From an optimization exercise on the open Yosys and OpenROAD flow, aimed at small area, a short achievable clock period and few clock cycles per item; shortcuts taken in it are not production practice. Where RTL was checked, it was by simulation tests only, not by an equivalence proof against the original.

== the reference run ==
==> module plint_slope, before the edit <==
module plint_slope (
  input  wire logic        clk_i,
  input  wire logic        rst_ni,
  input  wire logic        start_i,    
  input  wire logic [15:0] xa_i,
  input  wire logic [15:0] xb_i,
  input  wire logic [23:0] sa_i,
  input  wire logic [23:0] sb_i,
  output logic             rdy_o,
  output logic [40:0]      g_o,
  output logic [3:0]       sh_o,
  output logic             neg_o
);
  localparam int K     = 2;             
  localparam int NCYC  = 42 / K;
  typedef enum logic [1:0] {PH_LOAD, PH_NORM, PH_DIV, PH_DONE} ph_e;
  ph_e         ph_q;
  logic [4:0]  cnt_q;
  logic [15:0] v_q;       
  logic [15:0] rem_q;     
  logic [41:0] q_q;       
  logic [3:0]  sh_q;
  logic        neg_q;
  logic [24:0] dy;
  logic [23:0] dmag;
  assign dy   = {sb_i[23], sb_i} - {sa_i[23], sa_i};
  assign dmag = dy[24] ? 24'(-dy) : dy[23:0];
  logic [15:0] vn;
  logic [3:0]  shn;
  always_comb begin
    vn  = v_q;
    shn = '0;
    if (vn[15:8] == '0) begin vn = {vn[7:0], 8'd0};  shn[3] = 1'b1; end
    if (vn[15:12] == '0) begin vn = {vn[11:0], 4'd0}; shn[2] = 1'b1; end
    if (vn[15:14] == '0) begin vn = {vn[13:0], 2'd0}; shn[1] = 1'b1; end
    if (vn[15] == 1'b0) begin vn = {vn[14:0], 1'b0};  shn[0] = 1'b1; end
  end
  logic [15:0] rem_n;
  logic [41:0] q_n;
  always_comb begin
    logic [16:0] t;
    logic [16:0] d;
    rem_n = rem_q;
    q_n   = q_q;
    for (int i = 0; i < K; i++) begin
      t     = {rem_n, q_n[41]};
      d     = t - {1'b0, v_q};
      q_n   = {q_n[40:0], !d[16]};
      rem_n = d[16] ? t[15:0] : d[15:0];
    end
  end
  always_ff @(posedge clk_i or negedge rst_ni) begin
    if (!rst_ni) begin
      ph_q  <= PH_LOAD;
      rdy_o <= 1'b0;
    end else if (start_i) begin
      ph_q  <= PH_LOAD;
      rdy_o <= 1'b0;
    end else begin
      unique case (ph_q)
        PH_LOAD: ph_q <= PH_NORM;
        PH_NORM: ph_q <= PH_DIV;
        PH_DIV:  if (cnt_q == 5'(NCYC - 1)) begin
          ph_q  <= PH_DONE;
          rdy_o <= 1'b1;
        end
        default: ;
      endcase
    end
  end
  always_ff @(posedge clk_i) begin
    unique case (ph_q)
      PH_LOAD: begin
        v_q   <= xb_i - xa_i;
        neg_q <= dy[24];
        rem_q <= {2'b00, dmag[23:10]};
        q_q   <= {dmag[9:0], 32'd0};
      end
      PH_NORM: begin
        v_q        <= vn;
        sh_q       <= shn;
        q_q[15:0]  <= vn;
        cnt_q      <= '0;
      end
      PH_DIV: begin
        rem_q <= rem_n;
        q_q   <= q_n;
        cnt_q <= cnt_q + 5'd1;
      end
      default: ;
    endcase
  end
  assign g_o   = q_q[40:0];
  assign sh_o  = sh_q;
  assign neg_o = neg_q;
endmodule
Settings: LEC_CHECK=0, CAP_MARGIN=20, CORE_MARGIN=2, CORE_UTILIZATION=40, SLEW_MARGIN=20; clock period 8.0 ns.
run.sh (not shown) runs the stock make flow with config.mk's settings and CLKGATE_MAP_FILE= SYNTH_SCRIPT=/design/flow/synth_recipe.tcl, a recipe that flattens the netlist after the stock synthesis.
The reference run completed; timing, DRC and antenna clean
### the reference run -> the trial run
--- a/flow/design.v
+++ b/flow/design.v
@@ -40,5 +40,5 @@
   output logic             neg_o
 );
-  localparam int K     = 2;             
+  localparam int K     = 1;             
   localparam int NCYC  = 42 / K;
   typedef enum logic [1:0] {PH_LOAD, PH_NORM, PH_DIV, PH_DONE} ph_e;
Post-route cell area ended up 3.0% lower on the trial run than on the reference run.
The trial run has sequential area share after synthesis above what the reference run had.
In the metrics for the trial run and the reference run, the one carrying the higher full die area is the reference run.
| worst hold slack | the trial run vs the reference run | worse |
The trial run reports a higher register-to-register slack than the reference run does.
Of the trial run and the reference run, the reference run shows the lower largest incremental delay on the critical path, with the trial run above it.
No run of this note included a check of the RTL's function; only the layout flow was run.

---

piecewise_linear_interpolator, a different RTL version from the one above (not shown whole).
For scale: roughly 5000 cells after synthesis, roughly 550 flip-flops, roughly 77 I/O pins, about 49000 µm² of cells after synthesis.
==> flow/config.mk <==
export PLATFORM = sky130hd
export DESIGN_NAME = piecewise_linear_interpolator
export DESIGN_NICKNAME = piecewise_linear_interpolator
export VERILOG_FILES = /design/flow/design.v
export SDC_FILE = /design/flow/constraint.sdc
export NUM_CORES = 4
export LEC_CHECK = 0
export ABC_CLOCK_PERIOD_IN_PS = 3600
export CAP_MARGIN = 20
export CORE_MARGIN = 2
export CORE_UTILIZATION = 40
export SETUP_SLACK_MARGIN = 4.4
export SLEW_MARGIN = 20
export TNS_END_PERCENT = 10
==> flow/constraint.sdc <==
create_clock -name core_clock -period 8.0 [get_ports {clk_i}]
set_input_delay 1.6000 -clock core_clock [delete_from_list [all_inputs] [get_ports {clk_i}]]
set_output_delay 1.6000 -clock core_clock [all_outputs]
set_load 0.01 [all_outputs]
Testbench counts at the start, summed over its fixed seeds: cycles 5,000, items 4,096.
==> next run, changes <==
--- a/flow/design.v
+++ b/flow/design.v
@@ -162,70 +162,74 @@
         plint_pkg::REG_S0:    s0_q  <= cfg_data_i[SW-1:0];
         plint_pkg::REG_S1:    s1_q  <= cfg_data_i[SW-1:0];
         plint_pkg::REG_S2:    s2_q  <= cfg_data_i[SW-1:0];
         default: ;
       endcase
     end
   end
-  logic start;
-  assign start = cfg_valid_i && cfg_addr_i != plint_pkg::REG_COUNT && cfg_addr_i != 3'd7;
+  logic start_q;
+  always_ff @(posedge clk_i or negedge rst_ni) begin
+    if (!rst_ni) start_q <= 1'b0;
+    else         start_q <= cfg_valid_i && cfg_addr_i != plint_pkg::REG_COUNT &&
+                            cfg_addr_i != 3'd7;
+  end
   logic          rdy0, rdy1, neg0, neg1;
   logic [GW-1:0] g0, g1;
   logic [3:0]    sh0, sh1;
   plint_slope u_seg0 (
-    .clk_i, .rst_ni, .start_i(start),
+    .clk_i, .rst_ni, .start_i(start_q),
     .xa_i(x0_q), .xb_i(x1_q), .sa_i(s0_q), .sb_i(s1_q),
     .rdy_o(rdy0), .g_o(g0), .sh_o(sh0), .neg_o(neg0)
   );
   plint_slope u_seg1 (
-    .clk_i, .rst_ni, .start_i(start),
+    .clk_i, .rst_ni, .start_i(start_q),
     .xa_i(x1_q), .xb_i(x2_q), .sa_i(s1_q), .sb_i(s2_q),
     .rdy_o(rdy1), .g_o(g1), .sh_o(sh1), .neg_o(neg1)
   );
   logic en;           
   logic ov_q;         
   logic va_q, vb_q;
   assign en            = !ov_q || m_axis_tready;
-  assign s_axis_tready = en && rdy0 && rdy1;
+  assign s_axis_tready = en && rdy0 && rdy1 && !start_q;
   logic [XW-1:0] x;
   logic          le0, le1, le2;
   assign x   = s_axis_tdata;
   assign le0 = x <= x0_q;
   assign le1 = x <= x1_q;
   assign le2 = x <= x2_q;
-  logic [XW-1:0] xl;
-  logic          gel;
-  always_comb begin
-    unique case (cnt_q)
-      2'd2:    xl = x1_q;
-      2'd3:    xl = x2_q;
-      default: xl = x0_q;
-    endcase
-  end
-  assign gel = x >= xl;
+  logic ge0, ge1, ge2;
+  assign ge0 = x >= x0_q;
+  assign ge1 = x >= x1_q;
+  assign ge2 = x >= x2_q;
   logic [XW-1:0] dx0, dx1;
   assign dx0 = x - x0_q;
   assign dx1 = x - x1_q;
   logic [XW-1:0] dx0_q, dx1_q;
-  logic [3:0]    cmp_q;
+  logic [5:0]    cmp_q;
   always_ff @(posedge clk_i or negedge rst_ni) begin
     if (!rst_ni)  va_q <= 1'b0;
     else if (en)  va_q <= s_axis_tvalid && s_axis_tready;
   end
   always_ff @(posedge clk_i) begin
     if (en) begin
       dx0_q   <= dx0;
       dx1_q   <= dx1;
-      cmp_q   <= {le0, le1, le2, gel};
+      cmp_q   <= {le0, le1, le2, ge0, ge1, ge2};
     end
   end
   logic       ble0, ble1, ble2, ge_last, interp, seg;
   logic [1:0] bsel, status;    
-  assign {ble0, ble1, ble2} = cmp_q[3:1];
-  assign ge_last = cmp_q[0];
+  assign {ble0, ble1, ble2} = cmp_q[5:3];
+  always_comb begin
+    unique case (cnt_q)
+      2'd2:    ge_last = cmp_q[1];
+      2'd3:    ge_last = cmp_q[0];
+      default: ge_last = cmp_q[2];
+    endcase
+  end
   always_comb begin
     status = plint_pkg::ST_OK;
     bsel   = 2'd3;
     seg    = 1'b0;
     interp = 1'b0;
     if (cnt_q == 2'd0) begin
       status = plint_pkg::ST_EMPTY;
The new run completed without violations.
Via count came out higher by 1.0%.
Non-clock buffer count rose by 5.
Die area is lower by 0.54%.
Fmax increases by 2.9%.
Design area goes down by 1.1%.
Testbench counts after the change, summed over its fixed seeds: cycles 5,016, items 4,096.

afterwards: timing with drivers on the ports:
No port has a modelled driver above. Below, the same layouts with a new extraction and two added sets of constraints. Step 1, drivers: a clkbuf_16 drives clk_i and a buf_2 each remaining input, both assumed. Step 2 times the ports against the registers' clock, not the clock port: input delays grow and output delays shrink by t, the midpoint of the rising clock arrivals with the driver on. Three values: ideal ports, drivers, drivers and shift; two values: the first two.
run | t (ns) | slack for setup (ns) | hold WS [ns] | worst setup path at the end | worst register clock-pin slew, ns
the reference run | 0.740 | 0.899 / 0.899 / 0.899 | 0.425 / 0.425 / 0.425 | register to register | 0.07 / 0.07
the trial run | 0.740 | 2.119 / 2.119 / 2.119 | 0.416 / 0.416 / 0.416 | register to register | 0.07 / 0.07
the first run of note 2 | 0.712 | 4.096 / 4.096 / 3.517 | 0.416 / 0.416 / 0.416 | input to register | 0.06 / 0.06
the second run of note 2 | 0.706 | 4.206 / 4.156 / 3.672 | 0.422 / 0.422 / 0.422 | input to register | 0.07 / 0.07
After both steps setup and hold are still met in every run listed. The setup slack of the first run of note 2, which loses most, moves by 0.000 ns with the drivers and by -0.579 ns with both steps.
